From an optimization exercise on the open Yosys and OpenROAD flow, aimed at small area and a short achievable clock period; shortcuts taken in it are not production practice.
Where RTL was checked, it was by simulation tests only, not by an equivalence proof against the original.
No functional check of the RTL was part of run 5.
No driver is modelled on the clock port, so clocking that relies on it looks cheaper here than on a real chip.

`config.mk`:
```
export PLATFORM = sky130hd
export DESIGN_NAME = grad_top
export DESIGN_NICKNAME = grad_top
export VERILOG_FILES = /design/flow/design.v
export SDC_FILE = /design/flow/constraint.sdc
export NUM_CORES = 4
export LEC_CHECK = 0
export CAP_MARGIN = 20
export CORE_MARGIN = 2
export CORE_UTILIZATION = 80
export CTS_CLUSTER_DIAMETER = 80
export CTS_CLUSTER_SIZE = 30
export SLEW_MARGIN = 20
```
`constraint.sdc`:
```
create_clock -name core_clock -period 55.0 [get_ports {clk}]
set_input_delay 11.0000 -clock core_clock [delete_from_list [all_inputs] [get_ports {clk}]]
set_output_delay 11.0000 -clock core_clock [all_outputs]
set_load 0.01 [all_outputs]
```
`design.v`:
```
`default_nettype none
module sum_sq_diff (
    input  wire  [31:0] pix,    
    output logic [7:0]  av,     
    output logic [7:0]  ah,     
    output logic        neg     
);
    wire [7:0] top   = pix[31:24];
    wire [7:0] bot   = pix[23:16];
    wire [7:0] left  = pix[15:8];
    wire [7:0] right = pix[7:0];
    logic [8:0] dv, dh;
    always_comb begin
        dv  = {1'b0, bot} - {1'b0, top};
        dh  = {1'b0, right} - {1'b0, left};
        av  = dv[8] ? -dv[7:0] : dv[7:0];
        ah  = dh[8] ? -dh[7:0] : dh[7:0];
        neg = dv[8] ^ dh[8];
    end
endmodule
`default_nettype wire
`default_nettype none
module isqrt_step #(
    parameter int K = 0
) (
    input  wire  [12:0] root_i,
    input  wire  [13:0] rem_i,
    input  wire  [1:0]  pair,
    output logic [12:0] root_o,
    output logic [13:0] rem_o
);
    logic [15:0] cand;
    logic [15:0] trial;
    logic [16:0] diff;
    always_comb begin
        cand  = {rem_i, pair};
        trial = {1'b0, root_i, 2'b01};
        diff  = {1'b0, cand} - {1'b0, trial};
        if (!diff[16]) begin
            root_o = {root_i[11:0], 1'b1};
            rem_o  = diff[13:0];
        end else begin
            root_o = {root_i[11:0], 1'b0};
            rem_o  = cand[13:0];
        end
        rem_o = rem_o & ((14'd1 << (K + 2)) - 14'd1);
    end
endmodule
`default_nettype wire
`default_nettype none
module tan_div_step (
    input  wire  [7:0] rem_i,
    input  wire        bit_i,
    input  wire  [7:0] den,
    output logic       q,
    output logic [7:0] rem_o
);
    logic [8:0] x;
    logic [8:0] d;
    logic [9:0] c;    
    always_comb begin
        x    = {rem_i, bit_i};
        c[0] = 1'b1;
        for (int i = 0; i < 9; i++) begin
            d[i]   = x[i] ^ (i < 8 ? ~den[i] : 1'b1) ^ c[i];
            c[i+1] = (x[i] & (i < 8 ? ~den[i] : 1'b1)) | (c[i] & (x[i] ^ (i < 8 ? ~den[i] : 1'b1)));
        end
        q     = c[9];
        rem_o = c[9] ? d[7:0] : x[7:0];
    end
endmodule
`default_nettype wire
`default_nettype none
module mag_cal (
    input  wire         clk,
    input  wire         rst,
    input  wire         in_valid,
    input  wire  [31:0] pix,
    output logic        res_valid,
    output logic [32:0] res         
);
    localparam int SQ_SEG   = 12;   
    localparam int DINIT_SEG = 9;   
    localparam logic [16*5-1:0] DIV_END = {5'd19, 5'd17, 5'd15, 5'd12, 5'd9, 5'd6, 5'd3,
                                           5'd0, 5'd0, 5'd0, 5'd0, 5'd0, 5'd0, 5'd0, 5'd0, 5'd0};
    localparam logic [16*4-1:0] SQ_END  = {4'd13, 4'd11, 4'd8, 4'd4,
                                           4'd0, 4'd0, 4'd0, 4'd0, 4'd0, 4'd0, 4'd0, 4'd0, 4'd0, 4'd0, 4'd0, 4'd0};
    logic [15:0]        valid_sr;
    logic [31:0]        pix_q;
    logic [15:1][7:0]   a_q, b_q;
    logic [15:1]        neg_q, sat_q;
    logic [15:1][7:0]   r_q;
    logic [15:1][18:0]  q_q;
    logic [15:1][25:0]  rad_q;
    logic [15:1][13:0]  rem_q;
    logic [15:1][12:0]  root_q;
    logic [7:0]  dr  [0:18];
    logic        dq  [0:18];
    logic [12:0] sro [0:12];
    logic [13:0] sre [0:12];
    always_ff @(posedge clk) begin
        if (!rst) valid_sr <= '0;
        else      valid_sr <= {valid_sr[14:0], in_valid};
    end
    assign res_valid = valid_sr[15];
    always_ff @(posedge clk) pix_q <= pix;
    logic [7:0] av0, ah0;
    logic       neg0;
    sum_sq_diff u_diff (.pix(pix_q), .av(av0), .ah(ah0), .neg(neg0));
    always_ff @(posedge clk) begin
        a_q[1]    <= av0;
        b_q[1]    <= ah0;
        neg_q[1]  <= neg0;
        sat_q[1]  <= 1'b0;
        r_q[1]    <= '0;
        q_q[1]    <= '0;
        rad_q[1]  <= '0;
        rem_q[1]  <= '0;
        root_q[1] <= '0;
    end
    for (genvar j = 1; j < 16; j++) begin : g_seg
        localparam int D0 = DIV_END[5*(j-1) +: 5];
        localparam int D1 = DIV_END[5*j +: 5];
        localparam int S0 = SQ_END[4*(j-1) +: 4];
        localparam int S1 = SQ_END[4*j +: 4];
        logic [7:0]  a, b, beff, r0;
        logic        sat;
        logic [25:0] rad;
        logic [18:0] q_in, q_out;
        logic [7:0]  r_out;
        logic [12:0] root_out;
        logic [13:0] rem_out;
        assign a = a_q[j];
        assign b = b_q[j];
        assign beff = {b[7:1], b[0] | ~|b};
        if (j == SQ_SEG) begin : g_sq
            logic [16:0] s;
            always_comb begin
                s = '0;
                for (int i = 0; i < 8; i++) begin
                    s = s + ((a[i] ? ({9'd0, a} >> (i + 1) << 2 | 17'd1) : 17'd0) << (2 * i));
                    s = s + ((b[i] ? ({9'd0, b} >> (i + 1) << 2 | 17'd1) : 17'd0) << (2 * i));
                end
            end
            assign rad = {1'b0, s, 8'd0};
        end else begin : g_nsq
            assign rad = rad_q[j];
        end
        if (j == DINIT_SEG) begin : g_dinit
            assign sat  = ({3'd0, a[7:3]} >= b) && (a != 8'd0);
            assign r0   = {3'd0, a[7:3]};
            assign q_in = '0;
        end else begin : g_ndinit
            assign sat  = sat_q[j];
            assign r0   = r_q[j];
            assign q_in = q_q[j];
        end
        for (genvar k = D0; k < D1; k++) begin : g_div
            logic [7:0] rin;
            logic [18:0] aext;
            assign aext = {a[2:0], 16'd0};
            if (k == D0) begin : g_f
                assign rin = r0;
            end else begin : g_n
                assign rin = dr[k-1];
            end
            tan_div_step u_step (
                .rem_i (rin),
                .bit_i (aext[18-k]),
                .den   (beff),
                .q     (dq[k]),
                .rem_o (dr[k])
            );
        end
        for (genvar k = S0; k < S1; k++) begin : g_sqrt
            logic [12:0] root_in;
            logic [13:0] rem_in;
            if (k == S0) begin : g_f
                assign root_in = root_q[j];
                assign rem_in  = rem_q[j];
            end else begin : g_n
                assign root_in = sro[k-1];
                assign rem_in  = sre[k-1];
            end
            isqrt_step #(.K(k)) u_step (
                .root_i (root_in),
                .rem_i  (rem_in),
                .pair   (rad[25-2*k -: 2]),
                .root_o (sro[k]),
                .rem_o  (sre[k])
            );
        end
        always_comb begin
            q_out = q_in;
            for (int k = D0; k < D1; k++) q_out[18-k] = dq[k];
        end
        if (D1 > D0) begin : g_dr
            assign r_out = dr[D1-1];
        end else begin : g_ndr
            assign r_out = r0;
        end
        if (S1 > S0) begin : g_sr
            assign root_out = sro[S1-1];
            assign rem_out  = sre[S1-1];
        end else begin : g_nsr
            assign root_out = root_q[j];
            assign rem_out  = rem_q[j];
        end
        if (j < 15) begin : g_reg
            always_ff @(posedge clk) begin
                a_q[j+1]    <= a;
                b_q[j+1]    <= b;
                neg_q[j+1]  <= neg_q[j];
                sat_q[j+1]  <= sat;
                r_q[j+1]    <= r_out;
                q_q[j+1]    <= q_out;
                rad_q[j+1]  <= rad;
                rem_q[j+1]  <= rem_out;
                root_q[j+1] <= root_out;
            end
        end else begin : g_out
            logic [19:0] tan;
            always_comb begin
                if (sat)              tan = neg_q[j] ? 20'h80000 : 20'h7ffff;
                else if (neg_q[j])    tan = -{1'b0, q_out};
                else                  tan = {1'b0, q_out};
            end
            assign res = {root_out, tan};
        end
    end
endmodule
`default_nettype wire
`default_nettype none
module result_fifo (
    input  wire         clk,
    input  wire         rst,
    input  wire         push,
    input  wire  [32:0] din,
    input  wire         pop,
    input  wire         clear_ovf,
    output logic [32:0] head,
    output logic [4:0]  level,      
    output logic        overflow,   
    output logic        kept,
    output logic        dropped
);
    localparam int fifo_depth = 16;
    logic [32:0] mem [0:fifo_depth-1];
    logic [3:0]  wr_ptr;
    logic [3:0]  rd_ptr;
    logic        full;
    logic        do_push;
    logic        do_pop;
    assign full    = (level == 5'd16);
    assign do_push = push && !full;      
    assign do_pop  = pop && (level != '0);
    always_comb begin
        head = '0;
        for (int i = 0; i < fifo_depth; i++) head = head | (mem[i] & {33{rd_ptr == 4'(i)}});
    end
    always_ff @(posedge clk) begin
        if (do_push) begin
            mem[wr_ptr] <= din;
        end
    end
    always_ff @(posedge clk) begin
        if (!rst) begin
            wr_ptr   <= '0;
            rd_ptr   <= '0;
            level    <= '0;
            overflow <= 1'b0;
            kept     <= 1'b0;
            dropped  <= 1'b0;
        end else begin
            if (do_push) wr_ptr <= wr_ptr + 1'b1;   
            if (do_pop) rd_ptr <= rd_ptr + 1'b1;
            level   <= level + {4'd0, do_push} - {4'd0, do_pop};
            kept    <= do_push;
            dropped <= push && full;
            if (push && full) begin
                overflow <= 1'b1;
            end else if (clear_ovf) begin
                overflow <= 1'b0;
            end
        end
    end
endmodule
`default_nettype wire
`default_nettype none
module event_counter (
    input  wire         clk,
    input  wire         rst,
    input  wire         kept,
    input  wire         dropped,
    input  wire         clear,
    output logic [15:0] kept_cnt,
    output logic [15:0] dropped_cnt
);
    always_ff @(posedge clk) begin
        if (!rst || clear) begin
            kept_cnt    <= '0;
            dropped_cnt <= '0;
        end else begin
            if (kept && kept_cnt != '1) kept_cnt <= kept_cnt + 1'b1;   
            if (dropped && dropped_cnt != '1) dropped_cnt <= dropped_cnt + 1'b1;
        end
    end
endmodule
`default_nettype wire
`default_nettype none
module wb_regs_ctrl (
    input  wire         clk,
    input  wire         rst,
    input  wire         cyc,
    input  wire         stb,
    input  wire         we,
    input  wire  [1:0]  adr,
    input  wire  [31:0] dat_i,
    output logic [31:0] dat_o,
    output logic        ack,
    input  wire  [32:0] head,         
    input  wire  [4:0]  level,
    input  wire         overflow,
    input  wire  [15:0] kept_cnt,
    input  wire  [15:0] dropped_cnt,
    output logic        pop,
    output logic        clear
);
    localparam logic [1:0] reg_status = 2'd0;
    localparam logic [1:0] reg_mag    = 2'd1;
    localparam logic [1:0] reg_tan    = 2'd2;
    localparam logic [1:0] reg_counts = 2'd3;
    logic        empty;
    logic [31:0] rd_data;
    assign empty = (level == '0);
    always_comb begin
        case (adr)
            reg_status: rd_data = {23'd0, overflow, 3'd0, level};
            reg_mag:    rd_data = empty ? '0 : {19'd0, head[32:20]};
            reg_tan:    rd_data = empty ? '0 : {{12{head[19]}}, head[19:0]};
            default:    rd_data = {dropped_cnt, kept_cnt};
        endcase
    end
    always_ff @(posedge clk) begin
        if (!rst) begin
            ack   <= 1'b0;
            pop   <= 1'b0;
            clear <= 1'b0;
        end else begin
            ack   <= !ack && cyc && stb;
            pop   <= !ack && cyc && stb && !we && (adr == reg_tan) && !empty;
            clear <= !ack && cyc && stb && we && (adr == reg_status);
        end
    end
    always_ff @(posedge clk) begin
        dat_o <= we ? dat_i : rd_data;
    end
endmodule
`default_nettype wire
`default_nettype none
module grad_top (
    input  wire         clk,
    input  wire         rst,        
    input  wire         in_valid,
    input  wire  [31:0] in_pix,     
    input  wire         cyc,
    input  wire         stb,
    input  wire         we,
    input  wire  [1:0]  adr,
    input  wire  [31:0] dat_i,
    output logic [31:0] dat_o,
    output logic        ack
);
    logic        res_valid;
    logic [32:0] res;
    logic [32:0] head;
    logic [4:0]  level;
    logic        overflow;
    logic        kept;
    logic        dropped;
    logic [15:0] kept_cnt;
    logic [15:0] dropped_cnt;
    logic        pop;
    logic        clear;
    mag_cal u_mag_cal (
        .clk       (clk),
        .rst       (rst),
        .in_valid  (in_valid),
        .pix       (in_pix),
        .res_valid (res_valid),
        .res       (res)
    );
    result_fifo u_result_fifo (
        .clk       (clk),
        .rst       (rst),
        .push      (res_valid),
        .din       (res),
        .pop       (pop),
        .clear_ovf (clear),
        .head      (head),
        .level     (level),
        .overflow  (overflow),
        .kept      (kept),
        .dropped   (dropped)
    );
    event_counter u_event_counter (
        .clk         (clk),
        .rst         (rst),
        .kept        (kept),
        .dropped     (dropped),
        .clear       (clear),
        .kept_cnt    (kept_cnt),
        .dropped_cnt (dropped_cnt)
    );
    wb_regs_ctrl u_wb_regs_ctrl (
        .clk         (clk),
        .rst         (rst),
        .cyc         (cyc),
        .stb         (stb),
        .we          (we),
        .adr         (adr),
        .dat_i       (dat_i),
        .dat_o       (dat_o),
        .ack         (ack),
        .head        (head),
        .level       (level),
        .overflow    (overflow),
        .kept_cnt    (kept_cnt),
        .dropped_cnt (dropped_cnt),
        .pop         (pop),
        .clear       (clear)
    );
endmodule
`default_nettype wire
```
`flow/run.sh`:
```
#!/bin/bash
# Own layout flow: the standard ORFS flow (standard.sh), step by step,
# with three changes to how the layout is made, none to what is measured:
#  - the I/O port buffers are given as a fixed cell (PORT_BUF) instead of
#    ORFS's default pick (a slow delay buffer),
#  - timing repair aims at a setup margin (MARGIN ns) so that the achieved
#    period, not only the 55 ns constraint, is optimised,
#  - optional extra clock_tree_synthesis arguments (CTS_EXTRA).
# The synthesis is the standard one, unchanged. Each step's full output goes
# to a log file of its own in this folder.
set -uo pipefail
cd "$(dirname "$0")/.."
MARGIN=43
PORT_BUF=sky130_fd_sc_hd__buf_4
CTS_EXTRA=""
[ -f flow/settings.sh ] && source flow/settings.sh
export BUFFER_PORTS_ARGS="-buffer_cell $PORT_BUF"
export SETUP_SLACK_MARGIN=$MARGIN
if [ -n "$CTS_EXTRA" ]; then
  export CTS_ARGS="-sink_clustering_enable -repair_clock_nets $CTS_EXTRA"
fi
for step in synth floorplan place cts route finish; do
  bash standard.sh $step > flow_$step.log 2>&1 || { tail -50 flow_$step.log; exit 1; }
done
ls -la out/
```
`flow/settings.sh`:
```
MARGIN=43
PORT_BUF=sky130_fd_sc_hd__buf_2
CTS_EXTRA="-sink_clustering_size 30 -sink_clustering_max_diameter 80 -dont_use_dummy_load"
```
`standard.sh`:
```
#!/bin/bash
# synth_recipe.tcl (not shown) runs the flow's synth.tcl, then flattens the netlist and writes it again
# the make line also repeats each setting of config.mk as NAME=value (left out here)
make -C /OpenROAD-flow-scripts/flow DESIGN_CONFIG=/design/flow/config.mk WORK_HOME=/design/flow/orfs CLKGATE_MAP_FILE= SYNTH_SCRIPT=/design/flow/synth_recipe.tcl "${@:-finish}"
```
==> results of run 1 <==
[sequential cells by signal, indices dropped and copies added, names as in the netlist, 4 cells and up]
register,flops
u_mag_cal.b_q,120
u_result_fifo.wr_ptr,4
u_mag_cal.a_q,96
u_mag_cal.valid_sr,16
u_mag_cal.neg_q,15
u_mag_cal.sat_q,6
u_mag_cal.rem_q,25
u_result_fifo.level,5
u_result_fifo.mem,528
u_event_counter.dropped_cnt,16
u_result_fifo.rd_ptr,4
u_mag_cal.q_q,62
u_mag_cal.pix_q,32
u_mag_cal.root_q,23
u_mag_cal.rad_q,12
u_event_counter.kept_cnt,16
u_mag_cal.r_q,48
u_wb_regs_ctrl.dat_o,32
[how the worst max path moves through the flow]
stage                               end  slack (ns)  cells after the start
4_1_cts                       dat_o[24]       42.90                      1
2_1_floorplan   u_wb_regs_ctrl.dat_o[1]       43.02                      3
6_report                      dat_o[30]       42.91                      1
5_1_grt                       dat_o[27]       42.88                      1
3_5_place_dp   u_wb_regs_ctrl.dat_o[24]       42.27                      5
3_3_place_gp   u_wb_regs_ctrl.dat_o[23]       42.42                      5
[synth_stat cells (9+ instances only)]
cell / n / area [um^2]
nand2_1: 145 / 544
nor4_1: 11 / 68.8
a21oi_1: 113 / 566
xnor2_1: 79 / 692
ha_1: 186 / 2330
dfxtp_1: 538 / 10800
mux2_2: 67 / 754
nand4_1: 39 / 244
nor3_1: 29 / 145
mux2i_1: 78 / 781
a22oi_1: 98 / 736
nor2_1: 172 / 646
a22o_1: 82 / 718
edfxtp_1: 528 / 15900
o211ai_1: 12 / 90.1
nand2b_1: 16 / 100
nand3_1: 49 / 245
or3_1: 10 / 62.6
a211oi_1: 10 / 75.1
a221oi_1: 94 / 823
o21a_1: 9 / 67.6
o31ai_1: 14 / 105
inv_1: 256 / 961
and3_1: 22 / 138
o21ai_0: 78 / 390
xor2_1: 53 / 464
nor2b_1: 30 / 188
and2_1: 60 / 375
fa_1: 165 / 3300
a311oi_1: 10 / 87.6
clkbuf_1: 102 / 383
o21bai_1: 20 / 150
a21o_1: 39 / 293
buf_1: 11 / 41.3
[worst register-to-register path, delay by kind of cell, from the launching register on]
kind | cells | cell delay (ns)
AOI/OAI and AO/OA | 3 | 0.63
and+or+nand+nor | 3 | 0.74
muxes | 2 | 0.77
adders and majority gates | 22 | 7.99
buffers and inverters | 9 | 0.95
DFF | 1 | 0.41
[through the flow]
stage / cells / setup slack (ns) / util (%) / cell area [um^2]
after detailed placement: 4073 / 42.27 / 83.1 / 45600
after global placement: 4073 / 42.42 / 83.1 / 45600
final: 4120 / 42.91 / 85.5 / 46900
after floorplan: 3341 / 43.02 / - / 44300
after global routing: 4118 / 42.88 / 85.4 / 46900
after CTS: 4116 / 42.90 / 85.2 / 46700
[per-layer routing]
metal  wire length (um)  up-vias  global-route usage (%)
li1                   -    12100                       -
met1              34500    13300                    42.5
met2              51200     1733                    63.6
met3              10000      400                    6.68
met4               5210        4                    16.6
met5                 33        -                       0
[layout make-up]
class | instances | area (um^2) | share of cell area [%]
antenna | 2 | 5.00 | 0.0107
multi-input combinational | 1899 | 16400 | 35.0
inverter | 261 | 980 | 2.09
timing repair buffer | 145 | 920 | 1.96
tap | 704 | 881 | 1.88
clock buffer | 43 | 1080 | 2.29
sequential | 1066 | 26600 | 56.8
[kinds of logic after synthesis]
kind of cell               Yosys count  synth area share (%)
AOI/OAI and AO/OA                  647                  10.7
and+or+nand+nor                    616                  6.85
adders and majority gates          351                  12.7
muxes                              153                  3.77
xor gates and xnor gates           132                  2.61
DFF                               1066                  60.2
buffers and inverters              376                  3.20
==> flow_summary.toml, run 1 <==
[timing]
min_period_over_period_pct = 22.0
finalClockSkew_ns = 0.0749
maxClockFrequency_mhz = 82.7
grt_setup_unrepaired = "true"
finalMaxSlewViolations = 0
hold_ws_ns = 0.303
slew_headroom_pct = 18.2
worst-slew-pin-transition_ns = 1.22
min_period_ns = 12.09
hold_viol = 0
tns_ns = 0
setup_viol = 0

[worst_setup_path]
worstSetupStartpointType = "flip-flop"
path_cells = "buf_6"
crit_type = "reg2out"
required_ns = 44.00
crit_buf_inv = 1
timing.rr.end = "u_mag_cal.r_q[78]"
crit_path_end_kind = "primary output"
critPathTopFamily = "flip-flops"
rr_worst_depth = 39
worstSetupStartpoint = "u_wb_regs_ctrl.dat_o[30]"
cpPeakStageDelay_ns = 0.35
slowest_stage = "dfxtp_2"
arrival_ns = 1.09
crit_fanout = 1
reg2reg_from = "u_mag_cal.b_q[69]"
r2r_slack_ns = 43.41

[yosys]
seq_area_frac_synth_pct = 60.2
async_flop_share_pct = 0
yosys_warnings = 23
synth_nets = 3764
synth_area_um2 = 44200
syn_area_per_cell_um2 = 13.2
synth_edf_count = 528
synth_cell_types = 83
synth_seq_cells = 1066
synth_flop_cell = "dfxtp_1"
syn_inst = 3341

[worst_hold_path]
hp-class = "reg2reg"
hold_depth = 0
min-delay-start = "u_mag_cal.b_q[47]"
min_to = "u_mag_cal.b_q[55]"

[route]
wl_per_cell_um = 24.5
ant_nets = 0
wl_um = 101000
viasPerCell = 6.69
dr_total_vias = 27600
drcViolationCount = 0
drt_iter0_markers = 3032
first_pass_iters = 6

[floorplanning]
die_w_um = 239
num_rows = 86
die-height_um = 239
core_um2 = 54900
io_pins = 105
dieArea_um2 = 57200
start_util_pct = 80.6

[global_route]
overflow = 0
grt_pass1_wl_um = 155000
grt_start_max_net_pins = 53
antenna_found_initial = 3
grt_util_all_layers_pct = 35.8
grt_pass1_vias = 28300

[cts]
cts_resized = 9
postCtsSetupRepairBufs = 0
cts_buffers = 43
hold_buffers = 0
clock_sink_count = 1066
clk_pin_slew_ns = 0.11
insertion_delay_ns = 0.63
cts_tree = "done"

[layout]
syn_to_final_growth_pct = 6.00
num-fill-cells = 2563
layout_common_cells = "edfxtp_1 (528), dfxtp_1 (523), inv_1 (256)"
drive_gt1_share_pct = 9.78
fin_nets = 3839
layout.cells.most_common = "edfxtp_1"

[place]
place.gp.congestion = 0.880
dp_hpwl_um = 63100
portBuffers = 104

[job]
maxCapViolCount = 0

[outcome]
status = "finished clean"
==> run 2: changes to the inputs <==
--- a/config.mk
+++ b/config.mk
@@ -9,3 +9,3 @@
 export CORE_MARGIN = 2
-export CORE_UTILIZATION = 80
+export CORE_UTILIZATION = 70
 export CTS_CLUSTER_DIAMETER = 80
==> run 2 against run 1 <==
Routed wire length down 4.2%. Die area increased by 14%. Utilization shrank 10 points. Still clean on timing, DRC and antenna.
==> flow_summary.toml, run 2 <==
[route]
wl_per_cell_um = 22.6
dr_wl_met2_um = 49100
drt_iter0_markers = 2454
top_layer_used = "met5"
met1_length_um = 36800
met3RoutedLength_um = 8010
ant_nets = 0
viasPerCell = 6.24
wl_um = 96700
drcViolationCount = 0
dr_total_vias = 26600
first_pass_iters = 7

[timing]
grt_setup_unrepaired = "true"
min_period_over_period_pct = 22.0
hold_viol = 0
maxClockFrequency_mhz = 82.7
hold_ws_ns = 0.266
tns_ns = 0
slew_headroom_pct = 24.4
setup_viol = 0
finalClockSkew_ns = 0.0850
finalMaxSlewViolations = 0
min_period_ns = 12.09
worst-slew-pin-transition_ns = 1.13

[floorplanning]
die_w_um = 255
core_um2 = 62700
num_rows = 92
io_pins = 105
start_util_pct = 70.5
die-height_um = 255
dieArea_um2 = 65200

[yosys]
synth_cell_types = 83
synth_area_leaders = "edfxtp_1 (36%), dfxtp_1 (24%), fa_1 (7.5%)"
synth-xor-area-share_pct = 2.61
synth_nets = 3764
yosysMostFrequentCell = "dfxtp_1"
synth_flop_cell = "dfxtp_1"
synth_area_um2 = 44200
synth_seq_cells = 1066
synth-simple-area-share_pct = 6.85
synth_edf_count = 528
synthMuxAreaShare_pct = 3.77
yosys_warnings = 23
synth_fa_ha_area_share_pct = 12.7
synth_top_area_share_pct = 35.8
syn_area_per_cell_um2 = 13.2
synthTopCellsByCount = "dfxtp_1 (538), edfxtp_1 (528), inv_1 (256)"
yosysTopAreaCell = "edfxtp_1"
seq_area_frac_synth_pct = 60.2
synth_top_family_by_area = "adder cells"
async_flop_share_pct = 0
synth_compound_area_share_pct = 10.7
syn_inst = 3341

[global_route]
grt_start_max_net_pins = 53
antenna_found_initial = 2
grt_pass1_vias = 27000
overflow = 0
grt_pass1_wl_um = 150000
grt_util_all_layers_pct = 29.5

[worst_setup_path]
r2r_slack_ns = 43.64
crit_buf_inv = 1
arrival_ns = 1.09
crit_fanout = 2
cpPeakStageDelay_ns = 0.34
slowest_stage = "dfxtp_2"
crit_path_end_kind = "primary output"
required_ns = 44.00
critPathTopFamily = "flip-flops"
crit_type = "reg2out"
path_cells = "buf_6"
worstSetupStartpointType = "flip-flop"

[place]
portBuffers = 104
place.gp.congestion = 0.883
dp_hpwl_um = 62000

[layout]
drive_gt1_share_pct = 9.79
layout_common_cells = "dfxtp_1 (532), edfxtp_1 (528), inv_1 (256)"
num-fill-cells = 3962
largest_reg_flops = 528
syn_to_final_growth_pct = 6.55
reg.largest.list = "u_result_fifo.mem x528, u_mag_cal.b_q x120, u_mag_cal.a_q x96"
top_register = "u_result_fifo.mem"
fin_nets = 3846
layout.cells.most_common = "dfxtp_1"

[job]
maxCapViolCount = 0

[cts]
insertion_delay_ns = 0.63
cts_buffers = 46
clk_pin_slew_ns = 0.11
cts_tree = "done"
clock_sink_count = 1066
hold_buffers = 0

[worst_hold_path]
hp-class = "reg2reg"

[outcome]
status = "finished clean"
[run 2: changes by cell type in the layout (fill, tap and decap cells not counted), sizes merged]
cell    before  now
buf        143  149
clkbuf      45   46
[run 2: metal layers]
layer / GRT usage (%) / vias up
li1: - / 12200
met5: 0 / -
met1: 37.9 / 13100
met3: 4.24 / 193
met2: 52.3 / 1144
met4: 8.68 / 4
[run 2: path summary, 6_finish.rpt]
check                                         from           endpoint  cells past startpoint
worst max register to register   u_mag_cal.b_q[69]  u_mag_cal.r_q[74]                     39
worst min register to register   u_mag_cal.b_q[39]  u_mag_cal.b_q[47]                      0
worst min-delay path             u_mag_cal.b_q[39]  u_mag_cal.b_q[47]                      0
worst max-delay path            u_wb_regs_ctrl.ack                ack                      1
[run 2: cells by family (layout without fill, tap and decap cells)]
kind of cell / count (synthesis) / after routing
buffers and inverters: 376 / 456
adder cells (fa/ha/maj): 351 / 351
XOR/XNOR: 132 / 132
multiplexers: 153 / 153
AND/OR/NAND/NOR: 616 / 616
other: 0 / 2
AO/OA/AOI/OAI: 647 / 647
flip-flops: 1066 / 1066
[run 2: repair_timing]
item                                    4_1_cts  5_1_grt
endpoints found under the setup margin       37       37
buffers inserted                              0        0
gates resized for setup                       5        9
hold endpoints to repair                      0        0
[run 2: through the flow]
step           worst slack (ns)  cell area [um^2]  std cells  util [%]
2_1_floorplan             43.02             44300       3341         -
4_1_cts                   42.88             47000       4266      74.9
5_1_grt                   42.88             47100       4268      75.1
3_5_place_dp              42.31             45800       4220      73.1
6_report                  42.91             47100       4269      75.1
3_3_place_gp              42.40             45800       4220      73.1
[run 2: layout make-up]
cell class | count | area [um^2] | area share (%)
diodes | 2 | 5.00 | 0.0106
well taps | 846 | 1060 | 2.25
clock buffers | 46 | 1150 | 2.44
inverters | 261 | 980 | 2.08
multi-input cells | 1899 | 16400 | 34.8
repair buffers | 149 | 896 | 1.90
flip-flops and latches | 1066 | 26600 | 56.5
==> run 3: changes to the inputs <==
--- a/design.v
+++ b/design.v
@@ -23,3 +23,4 @@
 module isqrt_step #(
-    parameter int K = 0
+    parameter int K = 0,
+    parameter bit RIPPLE = 1'b0
 ) (
@@ -31,2 +32,3 @@
 );
+    localparam int W = K + 3;   
     logic [15:0] cand;
@@ -34,2 +36,4 @@
     logic [16:0] diff;
+    logic [16:0] c;       
+    logic        ge;
     always_comb begin
@@ -37,4 +41,16 @@
         trial = {1'b0, root_i, 2'b01};
-        diff  = {1'b0, cand} - {1'b0, trial};
-        if (!diff[16]) begin
+        c     = '0;
+        diff  = '0;
+        if (RIPPLE) begin
+            c[0] = 1'b1;
+            for (int i = 0; i < W; i++) begin
+                diff[i] = cand[i] ^ ~trial[i] ^ c[i];
+                c[i+1]  = (cand[i] & ~trial[i]) | (c[i] & (cand[i] ^ ~trial[i]));
+            end
+            ge = c[W];
+        end else begin
+            diff = {1'b0, cand} - {1'b0, trial};
+            ge   = !diff[16];
+        end
+        if (ge) begin
             root_o = {root_i[11:0], 1'b1};
@@ -87,2 +103,3 @@
                                            4'd0, 4'd0, 4'd0, 4'd0, 4'd0, 4'd0, 4'd0, 4'd0, 4'd0, 4'd0, 4'd0, 4'd0};
+    localparam logic [12:0] RIPPLE_SQ = 13'b0_0100_0011_1111;
     logic [15:0]        valid_sr;
@@ -184,3 +201,3 @@
             end
-            isqrt_step #(.K(k)) u_step (
+            isqrt_step #(.K(k), .RIPPLE(RIPPLE_SQ[k])) u_step (
                 .root_i (root_in),
--- a/config.mk
+++ b/config.mk
@@ -9,3 +9,3 @@
 export CORE_MARGIN = 2
-export CORE_UTILIZATION = 70
+export CORE_UTILIZATION = 80
 export CTS_CLUSTER_DIAMETER = 80
==> run 3 against run 2 <==
Sequential share of layout area grew 0.75 points. Count of clock-buffer cells in the layout shrank 4. Routed wire length grew 5.5%. Maximum frequency is essentially flat. First-iteration DRC count grew 41%. Via count grew 2.6%. Largest cell class unchanged.
==> flow_summary.toml, run 3 <==
[outcome]
status = "finished clean"

[place]
place.gp.congestion = 0.922
dp_hpwl_um = 64100
portBuffers = 104
dpl_cell_area_um2 = 45200

[job]
maxCapViolCount = 0

[layout]
multi_input_area_um2 = 16100
fin_nets = 3757
regArea_um2 = 26600
largest_reg_flops = 528
syn_to_final_growth_pct = 6.11
final_area_um2 = 46500
drive_gt1_share_pct = 9.95
reg.largest.list = "u_result_fifo.mem x528, u_mag_cal.b_q x120, u_mag_cal.a_q x96"
num-fill-cells = 2493
layout_common_cells = "edfxtp_1 (528), dfxtp_1 (526), inv_1 (254)"
antenna_cells = 0
top_register = "u_result_fifo.mem"
layout.cells.most_common = "edfxtp_1"

[global_route]
grt_start_max_net_pins = 50
antenna_found_initial = 2
grt_util_all_layers_pct = 36.5
overflow = 0
grt_pass1_wl_um = 156000
grt_pass1_vias = 27600

[worst_setup_path]
cpPeakStageDelay_ns = 0.35
critPathTopFamily = "flip-flops"
required_ns = 44.00
path_cells = "buf_6"
worstSetupStartpointType = "flip-flop"
crit_type = "reg2out"
crit_path_end_kind = "primary output"
crit_fanout = 1
arrival_ns = 1.09
slowest_stage = "dfxtp_2"
crit_buf_inv = 1

[cts]
hold_buffers = 0
clk_pin_slew_ns = 0.11
clock_sink_count = 1065
cts_buffers = 42
insertion_delay_ns = 0.62
cts_tree = "done"

[floorplanning]
core_um2 = 54000
num_rows = 85
io_pins = 105
dieArea_um2 = 56700
die_w_um = 238
die-height_um = 238
start_util_pct = 81.1

[yosys]
synth_area_um2 = 43800
synth_edf_count = 528
syn_inst = 3257
synth_area_leaders = "edfxtp_1 (36%), dfxtp_1 (25%), fa_1 (8.4%)"
yosysMostFrequentCell = "dfxtp_1"
syn_area_per_cell_um2 = 13.5
synth_flop_cell = "dfxtp_1"
synth_cell_types = 86
async_flop_share_pct = 0
yosysTopAreaCell = "edfxtp_1"
synthTopCellsByCount = "dfxtp_1 (537), edfxtp_1 (528), inv_1 (255)"
synth_top_area_share_pct = 36.2
synth_seq_cells = 1065
yosys_warnings = 23
seq_area_frac_synth_pct = 60.7
synth_nets = 3675

[timing]
maxClockFrequency_mhz = 82.7
finalMaxSlewViolations = 0
min_period_ns = 12.09
slew_headroom_pct = 23.1
grt_setup_unrepaired = "true"
worst-slew-pin-transition_ns = 1.15
min_period_over_period_pct = 22.0
finalClockSkew_ns = 0.0474
tns_ns = 0
setup_viol = 0
hold_viol = 0

[route]
drcViolationCount = 0
ant_nets = 0
first_pass_iters = 6
viasPerCell = 6.77
dr_total_vias = 27300
wl_per_cell_um = 25.3
drt_iter0_markers = 3463
wl_um = 102000

[worst_hold_path]
hp-class = "reg2reg"
[run 3: cells by family (layout without fill, tap and decap cells)]
family / after synthesis / count (layout) / share of synthesized area (%)
flops: 1065 / 1065 / 60.7
compound gates: 609 / 609 / 10.2
buf+inv: 366 / 446 / 3.19
simple gates: 607 / 607 / 6.80
mux: 151 / 151 / 3.78
xor+xnor: 113 / 113 / 2.26
fa+ha+maj: 346 / 346 / 13.0
[run 3: what timing repair did]
| item | 4_1_cts | 5_1_grt |
|---|---|---|
| buffers inserted | 0 | 2 |
| resized for setup | 7 | 24 |
| setup endpoints to repair | 49 | 71 |
[run 3: metrics by stage]
stage / worst slack [ns] / utilization, % / hold slack, ns / instances
after floorplan: 42.97 / - / 0.310 / 3257
final: 42.91 / 86.1 / 0.276 / 4033
after CTS: 42.90 / 85.7 / 0.282 / 4031
after global placement: 42.30 / 83.7 / 0.310 / 3989
after detailed placement: 42.08 / 83.7 / 0.312 / 3989
after global routing: 42.89 / 86.1 / 0.282 / 4033
[run 3: cell type report]
type | count | share of cell area (%)
Tap cell | 696 | 1.87
Multi-Input combinational cell | 1826 | 34.6
Clock buffer | 42 | 2.26
Timing Repair Buffer | 143 | 1.90
Sequential cell | 1065 | 57.3
Inverter | 261 | 2.11
[run 3: worst paths after layout]
| kind | from | to | slack, ns | cells after the start |
|---|---|---|---|---|
| max | u_wb_regs_ctrl.dat_o[5] | dat_o[5] | 42.91 | 1 |
| max reg2reg | u_mag_cal.b_q[100] | u_mag_cal.r_q[106] | 43.56 | 35 |
| min | u_mag_cal.b_q[5] | u_mag_cal.b_q[13] | 0.28 | 0 |
| min reg2reg | u_mag_cal.b_q[5] | u_mag_cal.b_q[13] | 0.28 | 0 |
[run 3: layer usage]
metal,track usage (%),vias up,part of all wire (%)
met5,0,-,0.023
met4,17.6,4,5.5
met3,6.43,413,10
met2,62.6,1797,50
met1,45.3,13200,35
li1,-,11900,-
==> run 4: changes to the inputs <==
--- a/design.v
+++ b/design.v
@@ -99,3 +99,3 @@
     localparam int DINIT_SEG = 9;   
-    localparam logic [16*5-1:0] DIV_END = {5'd19, 5'd17, 5'd15, 5'd12, 5'd9, 5'd6, 5'd3,
+    localparam logic [16*5-1:0] DIV_END = {5'd19, 5'd17, 5'd14, 5'd11, 5'd8, 5'd5, 5'd2,
                                            5'd0, 5'd0, 5'd0, 5'd0, 5'd0, 5'd0, 5'd0, 5'd0, 5'd0};
@@ -103,3 +103,3 @@
                                            4'd0, 4'd0, 4'd0, 4'd0, 4'd0, 4'd0, 4'd0, 4'd0, 4'd0, 4'd0, 4'd0, 4'd0};
-    localparam logic [12:0] RIPPLE_SQ = 13'b0_0100_0011_1111;
+    localparam logic [12:0] RIPPLE_SQ = 13'b0_0100_0111_1111;
     logic [15:0]        valid_sr;
==> run 4 against run 3 <==
Count of clock-buffer cells in the layout grew 1. Sequential share of layout area fell by 0.055 points. Hold slack improved by 0.051 ns. First-iteration DRC count down 4.5%. Final cell count decreased by 1.0%. Area after synthesis decreased by 0.34%. Die area down 0.34%. Routed wire length shrank 0.82%. Clock skew shrank 0.0058 ns. Still clean.
==> flow_summary.toml, run 4 <==
[yosys]
yosysMostFrequentCell = "dfxtp_1"
synth_area_leaders = "edfxtp_1 (36%), dfxtp_1 (24%), fa_1 (8.7%)"
seq_area_frac_synth_pct = 60.7
syn_area_per_cell_um2 = 13.6
synthTopCellsByCount = "dfxtp_1 (532), edfxtp_1 (528), inv_1 (220)"
syn_inst = 3208
yosysTopAreaCell = "edfxtp_1"
async_flop_share_pct = 0
synth_area_um2 = 43700
synth_edf_count = 528
yosys_warnings = 23
synth_cell_types = 79
synth_seq_cells = 1060
synth_flop_cell = "dfxtp_1"
synth_top_area_share_pct = 36.3
synth_nets = 3625

[floorplanning]
dieArea_um2 = 56500
die-height_um = 238
core_um2 = 53900
num_rows = 85
die_w_um = 238
start_util_pct = 81.0
io_pins = 105

[global_route]
grt_start_max_net_pins = 49
grt_pass1_vias = 27800
overflow = 0
grt_util_all_layers_pct = 36.4
grt_pass1_wl_um = 156000
antenna_found_initial = 3

[cts]
insertion_delay_ns = 0.62
cts_buffers = 43
hold_buffers = 0
clock_sink_count = 1060
cts_tree = "done"
clk_pin_slew_ns = 0.11

[layout]
reg.largest.list = "u_result_fifo.mem x528, u_mag_cal.b_q x120, u_mag_cal.a_q x96"
drive_gt1_share_pct = 10.6
layout.cells.most_common = "edfxtp_1"
final_area_um2 = 46400
largest_reg_flops = 528
layout_common_cells = "edfxtp_1 (528), dfxtp_1 (514), inv_1 (220)"
top_register = "u_result_fifo.mem"
syn_to_final_growth_pct = 6.21
fin_nets = 3713

[timing]
grt_setup_unrepaired = "true"
worst-slew-pin-transition_ns = 1.17
hold_viol = 0
finalClockSkew_ns = 0.0416
maxClockFrequency_mhz = 82.7
slew_headroom_pct = 22.1
min_period_ns = 12.09
min_period_over_period_pct = 22.0
setup_viol = 0
tns_ns = 0
finalMaxSlewViolations = 0

[worst_setup_path]
crit_buf_inv = 1
cpPeakStageDelay_ns = 0.34
path_cells = "buf_2"
required_ns = 44.00
arrival_ns = 1.09
crit_path_end_kind = "primary output"
crit_fanout = 1
slowest_stage = "dfxtp_1"
worstSetupStartpointType = "flip-flop"
crit_type = "reg2out"
critPathTopFamily = "flip-flops"

[place]
place.gp.congestion = 0.944
portBuffers = 104
dpl_cell_area_um2 = 45000
dp_hpwl_um = 62800

[job]
maxCapViolCount = 0

[route]
wl_um = 101000
viasPerCell = 6.80
drt_iter0_markers = 3306
first_pass_iters = 6
wl_per_cell_um = 25.3
dr_total_vias = 27100
drcViolationCount = 0
ant_nets = 0

[worst_hold_path]
hp-class = "reg2reg"

[outcome]
status = "finished clean"
==> run 4: worst paths after layout <==
check                                              start             endpoint  slack (ns)  depth (start not counted)
worst min-delay path                 u_mag_cal.neg_q[11]  u_mag_cal.neg_q[12]        0.33                          0
worst max-delay path            u_wb_regs_ctrl.dat_o[13]            dat_o[13]       42.91                          1
worst max register to register         u_mag_cal.b_q[77]    u_mag_cal.r_q[84]       43.46                         36
worst min register to register       u_mag_cal.neg_q[11]  u_mag_cal.neg_q[12]        0.33                          0
==> run 4: area by class of cell <==
class | instances | area (um^2)
Clock buffer | 43 | 1080
Antenna cell | 1 | 2.50
Sequential cell | 1060 | 26500
Fill cell | 2530 | 7540
Inverter | 225 | 851
Tap cell | 696 | 871
Multi-Input combinational cell | 1817 | 16100
Timing Repair Buffer | 149 | 983
==> run 4: through the flow <==
| step | std cells | worst slack [ns] | hold slack, ns | util [%] |
|---|---|---|---|---|
| 2_1_floorplan | 3208 | 42.99 | 0.310 | - |
| 3_3_place_gp | 3941 | 42.59 | 0.310 | 83.5 |
| 3_5_place_dp | 3941 | 42.43 | 0.312 | 83.5 |
| 4_1_cts | 3984 | 42.91 | 0.327 | 85.6 |
| 5_1_grt | 3990 | 42.88 | 0.332 | 86.0 |
| 6_report | 3991 | 42.91 | 0.327 | 86.0 |
==> run 4: repair_timing <==
action	CTS	global route
buffers inserted	0	6
endpoints found under the setup margin	41	61
pin swaps	0	1
resized for setup	20	23
endpoints found under the hold margin	0	0
==> run 4: logic make-up (layout without fill, tap and decap cells) <==
logic type / count (synthesis) / in the layout / share of synthesized area, %
other: 0 / 1 / 0
multiplexers: 154 / 154 / 3.90
flip-flops: 1060 / 1060 / 60.7
AO/OA/AOI/OAI: 608 / 608 / 10.2
AND/OR/NAND/NOR: 603 / 603 / 6.86
adder cells (fa/ha/maj): 345 / 345 / 13.1
XOR/XNOR: 107 / 107 / 2.15
buffers and inverters: 331 / 417 / 3.07
==> run 4: routing by layer <==
layer | vias up | global-route usage (%) | share of wire [%] | wire length, um
met2 | 1806 | 63.3 | 50 | 50300
met3 | 368 | 6.49 | 10 | 10500
li1 | 11800 | - | - | -
met1 | 13200 | 44.9 | 35 | 35400
met5 | - | 0 | 0.025 | 25
met4 | 4 | 16.8 | 4.9 | 4950
==> run 5: changes to the inputs <==
--- a/design.v
+++ b/design.v
@@ -103,3 +103,3 @@
                                            4'd0, 4'd0, 4'd0, 4'd0, 4'd0, 4'd0, 4'd0, 4'd0, 4'd0, 4'd0, 4'd0, 4'd0};
-    localparam logic [12:0] RIPPLE_SQ = 13'b0_0100_0111_1111;
+    localparam logic [12:0] RIPPLE_SQ = 13'b0_0110_0111_1111;
     logic [15:0]        valid_sr;
==> flow/settings.sh (replaced) <==
MARGIN=43
PORT_BUF=sky130_fd_sc_hd__buf_2
CTS_EXTRA="-sink_clustering_size 30 -sink_clustering_max_diameter 200 -dont_use_dummy_load"
--- a/config.mk
+++ b/config.mk
@@ -9,4 +9,4 @@
 export CORE_MARGIN = 2
-export CORE_UTILIZATION = 80
-export CTS_CLUSTER_DIAMETER = 80
+export CORE_UTILIZATION = 85
+export CTS_CLUSTER_DIAMETER = 200
 export CTS_CLUSTER_SIZE = 30
==> run 5 against run 4 <==
Still clean. Sequential cell count unchanged. Clock skew increased by 0.012 ns. Utilization increased by 4.6 points. First-iteration DRC count increased by 44%. Synthesized cell count increased by 7.5%. Sequential share of layout area decreased by 1.1 points. Non-clock buffer count decreased by 6. Register-to-register slack got worse by 0.18 ns. Cell area increased by 2.0%. Largest cell class unchanged. Highest routed layer unchanged.
==> flow_summary.toml, run 5 <==
[yosys]
synth_top_area_share_pct = 35.5
syn_inst = 3449
synth_cell_types = 88
synth_flop_cell = "dfxtp_1"
synth_area_leaders = "edfxtp_1 (36%), dfxtp_1 (24%), fa_1 (8.8%)"
synth_area_um2 = 44700
yosysMostFrequentCell = "dfxtp_1"
syn_area_per_cell_um2 = 12.9
seq_area_frac_synth_pct = 59.3
synth_edf_count = 528
synth_nets = 3865
synthTopCellsByCount = "dfxtp_1 (532), edfxtp_1 (528), inv_1 (234)"
yosysTopAreaCell = "edfxtp_1"
synth_seq_cells = 1060
async_flop_share_pct = 0
yosys_warnings = 23

[layout]
drive_gt1_share_pct = 10.3
reg.largest.list = "u_result_fifo.mem x528, u_mag_cal.b_q x120, u_mag_cal.a_q x96"
num-fill-cells = 1833
layout_common_cells = "edfxtp_1 (528), dfxtp_1 (507), inv_1 (232)"
layout.cells.most_common = "edfxtp_1"
antenna_cells = 0
final_area_um2 = 47300
fin_nets = 3914
largest_reg_flops = 528
syn_to_final_growth_pct = 5.94
top_register = "u_result_fifo.mem"

[worst_setup_path]
cpPeakStageDelay_ns = 0.38
arrival_ns = 1.11
crit_fanout = 1
crit_path_end_kind = "primary output"
slowest_stage = "dfxtp_2"
worstSetupStartpointType = "flip-flop"
required_ns = 44.00
crit_type = "reg2out"
critPathTopFamily = "flip-flops"
path_cells = "buf_6"
crit_buf_inv = 1

[floorplanning]
io_pins = 105
start_util_pct = 85.5
dieArea_um2 = 54400
die-height_um = 233
die_w_um = 233
core_um2 = 52200
num_rows = 84

[route]
wl_um = 120000
drcViolationCount = 0
first_pass_iters = 13
ant_nets = 0
viasPerCell = 7.37
wl_per_cell_um = 28.7
drt_iter0_markers = 4762
dr_total_vias = 30800

[global_route]
grt_util_all_layers_pct = 43.8
grt_pass1_vias = 30900
grt_pass1_wl_um = 177000
grt_start_max_net_pins = 87
antenna_found_initial = 2
overflow = 0

[outcome]
status = "finished clean"

[cts]
insertion_delay_ns = 0.63
cts_buffers = 41
cts_tree = "done"
clk_pin_slew_ns = 0.11
clock_sink_count = 1060

[timing]
finalClockSkew_ns = 0.0534
hold_ws_ns = 0.292
finalMaxSlewViolations = 0
min_period_over_period_pct = 22.0
min_period_ns = 12.11
grt_setup_unrepaired = "true"
slew_headroom_pct = 14.8
setup_viol = 0
tns_ns = 0
hold_viol = 0
maxClockFrequency_mhz = 82.6
worst-slew-pin-transition_ns = 1.28

[place]
dp_hpwl_um = 73800
dpl_cell_area_um2 = 46000
portBuffers = 104
place.gp.congestion = 0.928

[job]
maxCapViolCount = 0

[worst_hold_path]
hp-class = "reg2reg"
## run 5: per-layer routing
metal	share of wire [%]	up-vias	GRT usage, %
met3	12	802	9.80
met1	31	14600	50.7
met5	0.029	-	0
met2	49	2846	72.9
met4	8.7	4	30.3
li1	-	12600	-
## run 5: worst paths after layout
check	start	endpoint	slack, ns	cells past startpoint
max reg2reg	u_mag_cal.b_q[77]	u_mag_cal.r_q[83]	43.28	36
min	u_mag_cal.b_q[2]	u_mag_cal.b_q[10]	0.29	0
max	u_wb_regs_ctrl.dat_o[7]	dat_o[7]	42.89	1
min reg2reg	u_mag_cal.b_q[2]	u_mag_cal.b_q[10]	0.29	0
## run 5: cell type report
cell class	instances	area (um^2)	area share (%)
flip-flops and latches	1060	26500	56.1
multi-input cells	2012	17000	36.0
clock buffers	41	1030	2.17
repair buffers	143	953	2.01
inverters	239	901	1.90
well taps	688	861	1.82
repair inverters	1	5.00	0.0106
## run 5: what timing repair did
item	in CTS	in global routing
hold buffers	0	0
endpoints found under the setup margin	55	75
cloned	0	1
setup buffers	1	3
pin swaps	1	1
gates resized for setup	30	34
## run 5: cells by family after synthesis
| logic type | synth area share (%) |
|---|---|
| compound gates | 11.1 |
| flops | 59.3 |
| buf+inv | 3.23 |
| fa+ha+maj | 12.9 |
| mux | 4.13 |
| simple gates | 7.51 |
| xor+xnor | 1.73 |
## run 5: through the flow
| step | setup slack [ns] | cells | util, % |
|---|---|---|---|
| finish | 42.89 | 4184 | 90.6 |
| global route | 42.87 | 4184 | 90.6 |
| CTS | 42.89 | 4179 | 90.2 |
| detailed placement | 42.07 | 4137 | 88.0 |
| global placement | 42.26 | 4137 | 88.0 |
| floorplan | 43.02 | 3449 | - |

[re-timing with driven ports]
No port has a modelled driver above. Below, the same layouts with a new extraction and two added sets of constraints. Step 1 sets driving cells, clkbuf_16 on the clock port and buf_2 on the other inputs (assumed; they add their load-dependent delay and slew). Step 2 also shifts input and output timing later by t, the mid clock arrival at the registers, as if the neighbouring blocks saw the same clock. Slacks: no drivers / after step 1 / after step 2; pairs: no drivers / after step 1.
| run | t (ns) | setup slack, ns | latest minus earliest clock arrival (ns) | slew at the worst register clock pin (ns) | pins driven straight from the clock port |
|---|---|---|---|---|---|
| run 1 | 0.654 | 42.913 / 42.851 / 42.571 | 0.095 / 0.095 | 0.11 / 0.11 | 1 |
| run 2 | 0.652 | 42.908 / 42.846 / 42.595 | 0.101 / 0.101 | 0.11 / 0.11 | 1 |
| run 3 | 0.663 | 42.913 / 42.850 / 42.674 | 0.049 / 0.049 | 0.11 / 0.11 | 1 |
| run 4 | 0.664 | 42.906 / 42.839 / 42.557 | 0.046 / 0.046 | 0.11 / 0.11 | 1 |
| run 5 | 0.665 | 42.887 / 42.828 / 42.361 | 0.054 / 0.054 | 0.12 / 0.12 | 1 |
After both steps setup and hold are still met in every run listed. The setup slack of run 5, which loses most, moves by -0.059 ns with the drivers and by -0.526 ns with both steps.
